Context: an optimization exercise on an open-source flow, tuned for small area, a short achievable clock period and few clock cycles per item. The choices shown serve that exercise and are no tape-out recipe.
RTL that was checked went through simulation tests only; none was proved equivalent to the original.
No activity file was given, so power comes from the tool's default toggle rates.

// ex_stage
module ex_stage
#(
  parameter int unsigned WIDTH = 32
) (
  input  logic             clk,
  input  logic             rst,
  input  logic             in_valid,
  output logic             in_ready,
  input  logic [3:0]       operation,
  input  logic [WIDTH-1:0] op_a,
  input  logic [WIDTH-1:0] op_b,
  input  logic [4:0]       shamt,
  input  logic [4:0]       rd,
  input  logic             reg_write,
  input  logic             stall_in,
  input  logic             flush,
  output logic             out_valid,
  output logic [WIDTH-1:0] result,
  output logic             zero,
  output logic [4:0]       out_rd,
  output logic             out_reg_write,
  output logic             busy
);
For scale: about 2200 cells after synthesis, ~160 flip-flops, ~21000 um^2 of cells after synthesis.
Settings: LEC_CHECK=0, ABC_AREA=1, CAP_MARGIN=20, CORE_MARGIN=2, CORE_UTILIZATION=40, CTS_BUF_LIST=sky130_fd_sc_hd__clkbuf_8, SETUP_SLACK_MARGIN=5, SLEW_MARGIN=20, SYNTH_HIERARCHICAL=1; clock period 10.0 ns.
standard.sh (not shown) runs the stock make flow with config.mk's settings and CLKGATE_MAP_FILE= SYNTH_SCRIPT=/design/flow/synth_recipe.tcl, a recipe that flattens the netlist after the stock synthesis.
==> flow/flow/run.sh <==
#!/bin/bash
# The standard layout; the port buffers use the smallest buffer cell
# (every input and output port still gets its own buffer).
set -euo pipefail
bash standard.sh "BUFFER_PORTS_ARGS=-buffer_cell sky130_fd_sc_hd__buf_1" finish > flow_make.log 2>&1
Then changed:
--- a/flow/design.v
+++ b/flow/design.v
@@ -639,25 +639,25 @@
   ex_fa u_fa192 (.a(fc163), .b(fs164), .c(fs133), .s(fs192), .co(fc192));
   wire fs193, fc193;
   ex_fa u_fa193 (.a(fc164), .b(fs165), .c(fs135), .s(fs193), .co(fc193));
   wire fs194, fc194;
   ex_fa u_fa194 (.a(fc165), .b(fs166), .c(fs137), .s(fs194), .co(fc194));
   wire fs195, fc195;
   ex_fa u_fa195 (.a(fc166), .b(fs167), .c(fs139), .s(fs195), .co(fc195));
   wire fs196, fc196;
   ex_fa u_fa196 (.a(fc167), .b(fs168), .c(fs141), .s(fs196), .co(fc196));
   wire fs197, fc197;
   ex_fa u_fa197 (.a(fc168), .b(fs169), .c(fs143), .s(fs197), .co(fc197));
   assign tree_x = {fc196, fc195, fc194, fc193, fc192, fc191, fc190, fc189, fc188, fc187, fc186, fc185, fc184, fc183, fc182, fc181, fc180, fc179, fc178, fc177, fc176, fc175, fc174, fc173, fc172, fc171, fc170, hc21, hc20, hs20, pp0[1], pp0[0]};
-  assign tree_y = {fs197, fs196, fs195, fs194, fs193, fs192, fs191, fs190, fs189, fs188, fs187, fs186, fs185, fs184, fs183, fs182, fs181, fs180, fs179, fs178, fs177, fs176, fs175, fs174, fs173, fs172, fs171, fs170, hs21, bneg[1], 1'b0, bneg[0]};
+  assign tree_y = {fs197, fs196, fs195, fs194, fs193, fs192, fs191, fs190, fs189, fs188, fs187, fs186, fs185, fs184, fs183, fs182, fs181, fs180, fs179, fs178, fs177, fs176, fs175, fs174, fs173, fs172, fs171, fs170, hs21, bneg[1], 1'b0, 1'b0};
   logic [31:0] hp, hg, hp_rev;
   assign hp = tree_x ^ tree_y;
   assign hg = tree_x & tree_y;
   always_comb begin
     for (int i = 0; i < 32; i++) hp_rev[i] = hp[31 - i];
   end
   logic [31:0] ap, ag;
   assign ap = a0_q ^ b0_raw;
   assign ag = a0_q & b0_raw;
   logic [31:0] sg [0:5];
   logic [31:0] sp [0:5];
   logic        lt;
@@ -665,94 +665,96 @@
     sg[0] = {1'b0, ag[30:1], ag[0] | ap[0]};
     sp[0] = {1'b1, ap[30:1], 1'b0};
     for (int l = 0; l < 5; l++) begin
       sg[l+1] = 32'd0;
       sp[l+1] = 32'd0;
       for (int j = 0; j < (16 >> l); j++) begin
         sg[l+1][j] = sg[l][2*j+1] | (sp[l][2*j+1] & sg[l][2*j]);
         sp[l+1][j] = sp[l][2*j+1] & sp[l][2*j];
       end
     end
     lt = ap[31] ? ~sg[5][0] : a0_q[31];
   end
-  logic [31:0] sp_d, sg_d;
-  assign sp_d = {ap[31:1], ~ap[0]};
-  assign sg_d = {ag[31:1], ap[0] | ag[0]};
   logic [31:0] p_d, g_d;
+  logic        c_d;
   always_comb begin
     p_d = 32'd0;
     g_d = 32'd0;
+    c_d = 1'b0;
     case (op0_q)
       OP_MUL, OP_SLL: begin
         p_d = hp;
         g_d = hg;
+        c_d = (op0_q == OP_MUL) & bneg[0];
       end
       OP_SRL:  p_d = hp_rev;
       OP_ADD: begin
         p_d = ap;
         g_d = ag;
       end
       OP_SUB: begin
-        p_d = sp_d;
-        g_d = sg_d;
+        p_d = ap;
+        g_d = ag;
+        c_d = 1'b1;
       end
       OP_SLT:  p_d = {31'd0, lt};
       OP_AND:  p_d = ag;
       OP_OR:   p_d = ap | ag;
       OP_XOR:  p_d = ap;
       OP_NOR:  p_d = ~(ap | ag);
       default: ;
     endcase
   end
   logic [31:0] p1_q, g1_q;
+  logic        c1_q;
   logic [4:0]  rd1_q;
   logic        rw1_q;
   always_ff @(posedge clk) begin
     if (ld1_s) begin
       p1_q  <= p_d;
       g1_q  <= g_d;
+      c1_q  <= c_d;
       rd1_q <= rd0_q;
       rw1_q <= rw0_q;
     end
   end
   logic [31:0] hg0, hpp0, hgk [0:4], hpk [0:4];
   logic [31:0] gall, cy;
   always_comb begin
     hg0  = g1_q;
     hpp0 = p1_q;
+    hg0[0] = g1_q[0] | (p1_q[0] & c1_q);
     hgk[0] = hg0;
     hpk[0] = hpp0;
     for (int i = 1; i < 32; i += 2) begin
       hgk[0][i] = hg0[i] | (hpp0[i] & hg0[i-1]);
       hpk[0][i] = hpp0[i] & hpp0[i-1];
     end
     for (int l = 1; l < 5; l++) begin
       hgk[l] = hgk[l-1];
       hpk[l] = hpk[l-1];
       for (int i = 1; i < 32; i += 2) begin
         if (i - (1 << l) >= 0) begin
           hgk[l][i] = hgk[l-1][i] | (hpk[l-1][i] & hgk[l-1][i - (1 << l)]);
           hpk[l][i] = hpk[l-1][i] & hpk[l-1][i - (1 << l)];
         end
       end
     end
     gall = hgk[4];
     for (int i = 2; i < 32; i += 2)
       gall[i] = hg0[i] | (hpp0[i] & hgk[4][i-1]);
-    cy = {gall[30:0], 1'b0};
+    cy = {gall[30:0], c1_q};
   end
-  logic [31:0] zterm;
-  assign zterm = p1_q ^ {p1_q[30:0] | g1_q[30:0], 1'b0};
   assign result        = p1_q ^ cy;
-  assign zero          = ~|zterm;
+  assign zero          = ~|result;
   assign out_valid     = v1_q;
   assign out_rd        = rd1_q;
   assign out_reg_write = rw1_q;
   assign busy          = v0_q;
 endmodule
 module ex_fa (
   input  logic a,
   input  logic b,
   input  logic c,
   output logic s,
   output logic co
 );
Worst setup slack loses 0.30 ns.
Via count falls by a few percent.
Synthesized area falls by a few percent.
Cell count falls by a few percent.
Combinational power falls by roughly a tenth.
Die area falls by a few percent.
Global-route usage falls by 0.40 points.
Synthesized cell count falls by a few percent.
Design area falls slightly.
First-iteration DRC count falls by a few percent.
Wire length falls by a few percent.
Core utilization rises by 1.2 points.
Hold slack loses 0.0054 ns.
Fmax falls by a few percent.
No run of this note included a check of the RTL's function; only the layout flow was run.

========
## old
Another version of the RTL of ex_stage (not shown whole).
For scale: roughly 2,400 cells after synthesis, ~130 I/O pins.
Settings: LEC_CHECK=0, ABC_AREA=1, CAP_MARGIN=20, CORE_MARGIN=2, CORE_UTILIZATION=40, CTS_BUF_LIST=sky130_fd_sc_hd__clkbuf_8, SETUP_SLACK_MARGIN=5, SLEW_MARGIN=20, SYNTH_HIERARCHICAL=1; clock period 10.0 ns.
Scripts as last shown in full above: flow/flow/run.sh
Testbench counts of old, summed over its fixed seeds: cycles 13,329, items 12,000.
## Diff of input files: new against old
diff --git a/flow/design.v b/flow/design.v
--- a/flow/design.v
+++ b/flow/design.v
@@ -641,15 +641,15 @@
   wire fs195, fc195;
   ex_fa u_fa195 (.a(fc166), .b(fs167), .c(fs139), .s(fs195), .co(fc195));
   wire fs196, fc196;
   ex_fa u_fa196 (.a(fc167), .b(fs168), .c(fs141), .s(fs196), .co(fc196));
   wire fs197, fc197;
   ex_fa u_fa197 (.a(fc168), .b(fs169), .c(fs143), .s(fs197), .co(fc197));
   assign tree_x = {fc196, fc195, fc194, fc193, fc192, fc191, fc190, fc189, fc188, fc187, fc186, fc185, fc184, fc183, fc182, fc181, fc180, fc179, fc178, fc177, fc176, fc175, fc174, fc173, fc172, fc171, fc170, hc21, hc20, hs20, pp0[1], pp0[0]};
-  assign tree_y = {fs197, fs196, fs195, fs194, fs193, fs192, fs191, fs190, fs189, fs188, fs187, fs186, fs185, fs184, fs183, fs182, fs181, fs180, fs179, fs178, fs177, fs176, fs175, fs174, fs173, fs172, fs171, fs170, hs21, bneg[1], 1'b0, bneg[0]};
+  assign tree_y = {fs197, fs196, fs195, fs194, fs193, fs192, fs191, fs190, fs189, fs188, fs187, fs186, fs185, fs184, fs183, fs182, fs181, fs180, fs179, fs178, fs177, fs176, fs175, fs174, fs173, fs172, fs171, fs170, hs21, bneg[1], 1'b0, 1'b0};
   logic [31:0] hp, hg, hp_rev;
   assign hp = tree_x ^ tree_y;
   assign hg = tree_x & tree_y;
   always_comb begin
     for (int i = 0; i < 32; i++) hp_rev[i] = hp[31 - i];
   end
   logic [31:0] ap, ag;
@@ -678,41 +678,41 @@
   assign s_srl    = ld1_s & (op0_q == OP_SRL);
   assign s_addsub = ld1_s & ((op0_q == OP_ADD) | (op0_q == OP_SUB));
   assign s_ap     = s_addsub | (ld1_s & (op0_q == OP_XOR));
   assign s_ag     = ld1_s & (op0_q == OP_AND);
   assign s_or     = ld1_s & (op0_q == OP_OR);
   assign s_nor    = ld1_s & (op0_q == OP_NOR);
   assign s_slt    = ld1_s & (op0_q == OP_SLT);
-  logic        is_sub;
-  logic [31:0] aps, ags;
-  assign is_sub = (op0_q == OP_SUB);
-  assign aps    = {ap[31:1], ap[0] ^ is_sub};
-  assign ags    = {ag[31:1], ag[0] | (is_sub & ap[0])};
   logic [31:0] p_nx, g_nx;
-  assign p_nx = ({32{s_tree}} & hp) | ({32{s_srl}} & hp_rev) | ({32{s_ap}} & aps) |
+  logic        c_d;
+  assign p_nx = ({32{s_tree}} & hp) | ({32{s_srl}} & hp_rev) | ({32{s_ap}} & ap) |
                 ({32{s_ag}} & ag) | ({32{s_or}} & (ap | ag)) | ({32{s_nor}} & ~(ap | ag)) |
                 {31'd0, s_slt & lt} | ({32{s_hold}} & p1_q);
-  assign g_nx = ({32{s_tree}} & hg) | ({32{s_addsub}} & ags) | ({32{s_hold}} & g1_q);
+  assign g_nx = ({32{s_tree}} & hg) | ({32{s_addsub}} & ag) | ({32{s_hold}} & g1_q);
+  assign c_d  = ((op0_q == OP_MUL) & bneg[0]) | (op0_q == OP_SUB);
+  logic        c1_q;
   logic [4:0]  rd1_q;
   logic        rw1_q;
   always_ff @(posedge clk) begin
     p1_q <= p_nx;
     g1_q <= g_nx;
   end
   always_ff @(posedge clk) begin
     if (ld1_s) begin
+      c1_q  <= c_d;
       rd1_q <= rd0_q;
       rw1_q <= rw0_q;
     end
   end
   logic [31:0] hg0, hpp0, hgk [0:4], hpk [0:4];
   logic [31:0] gall, cy;
   always_comb begin
     hg0  = g1_q;
     hpp0 = p1_q;
+    hg0[0] = g1_q[0] | (p1_q[0] & c1_q);
     hgk[0] = hg0;
     hpk[0] = hpp0;
     for (int i = 1; i < 32; i += 2) begin
       hgk[0][i] = hg0[i] | (hpp0[i] & hg0[i-1]);
       hpk[0][i] = hpp0[i] & hpp0[i-1];
     end
     for (int l = 1; l < 5; l++) begin
@@ -724,18 +724,18 @@
           hpk[l][i] = hpk[l-1][i] & hpk[l-1][i - (1 << l)];
         end
       end
     end
     gall = hgk[4];
     for (int i = 2; i < 32; i += 2)
       gall[i] = hg0[i] | (hpp0[i] & hgk[4][i-1]);
-    cy = {gall[30:0], 1'b0};
+    cy = {gall[30:0], c1_q};
   end
   logic [31:0] zterm;
-  assign zterm = p1_q ^ {p1_q[30:0] | g1_q[30:0], 1'b0};
+  assign zterm = p1_q ^ {p1_q[30:0] | g1_q[30:0], c1_q};
   assign result        = p1_q ^ cy;
   assign zero          = ~|zterm;
   assign out_valid     = v1_q;
   assign out_rd        = rd1_q;
   assign out_reg_write = rw1_q;
   assign busy          = v0_q;
 endmodule
Results
- old has a lower final sequential cell count than new.
- The global router's overall resource usage of new is higher than that of old.
- Cmp new and old / count of clock buffers in the final design / lower: old
- Summary of new over old: area after synthesis now sits higher; synthesis-to-finish area growth up 1.1 points.
- Relative to old, the clock sink total of new is higher by 1.
- Min sequential portion of the cell area across new and old: new
- Both conditions hold for new: the flow ran to the end and the final layout passed the timing, DRC and antenna checks.
- old has a higher adder-cell share of the synthesized area than new.
- As of new, combinational logic power had fallen by a little under 10% compared to old.
- new ends up with lower part of the power in combinational logic than old does.
Testbench counts of new, summed over its fixed seeds: cycles 13,329, items 12,000.

==> static timing again, ports no longer ideal <==
In the flow no input, the clock included, has a driving cell. The finished layouts below were timed again as built, in two steps. Step 1, drivers: a clkbuf_16 drives clk and a buf_2 each remaining input, both assumed. Step 2 times the ports against the registers' clock, not the clock port: input delays grow and output delays shrink by t, the midpoint of the rising clock arrivals with the driver on. a / b / c = ideal ports / drivers / drivers and shift; a / b = the first two.
| run | t, ns | slack for setup (ns) | worst slew at a driven data input, ns |
|---|---|---|---|
| the first run of note 1 | 0.526 | 4.983 / 4.983 / 4.736 | 0.04 |
| the second run of note 1 | 0.540 | 4.681 / 4.629 / 4.791 | 0.08 |
| old | 0.553 | 4.931 / 4.931 / 4.680 | 0.07 |
| new | 0.556 | 5.047 / 5.024 / 4.778 | 0.06 |
After both steps every run listed still meets setup and hold. For new, which loses most, drivers alone change the setup slack by -0.023 ns; drivers and shift together by -0.269 ns.
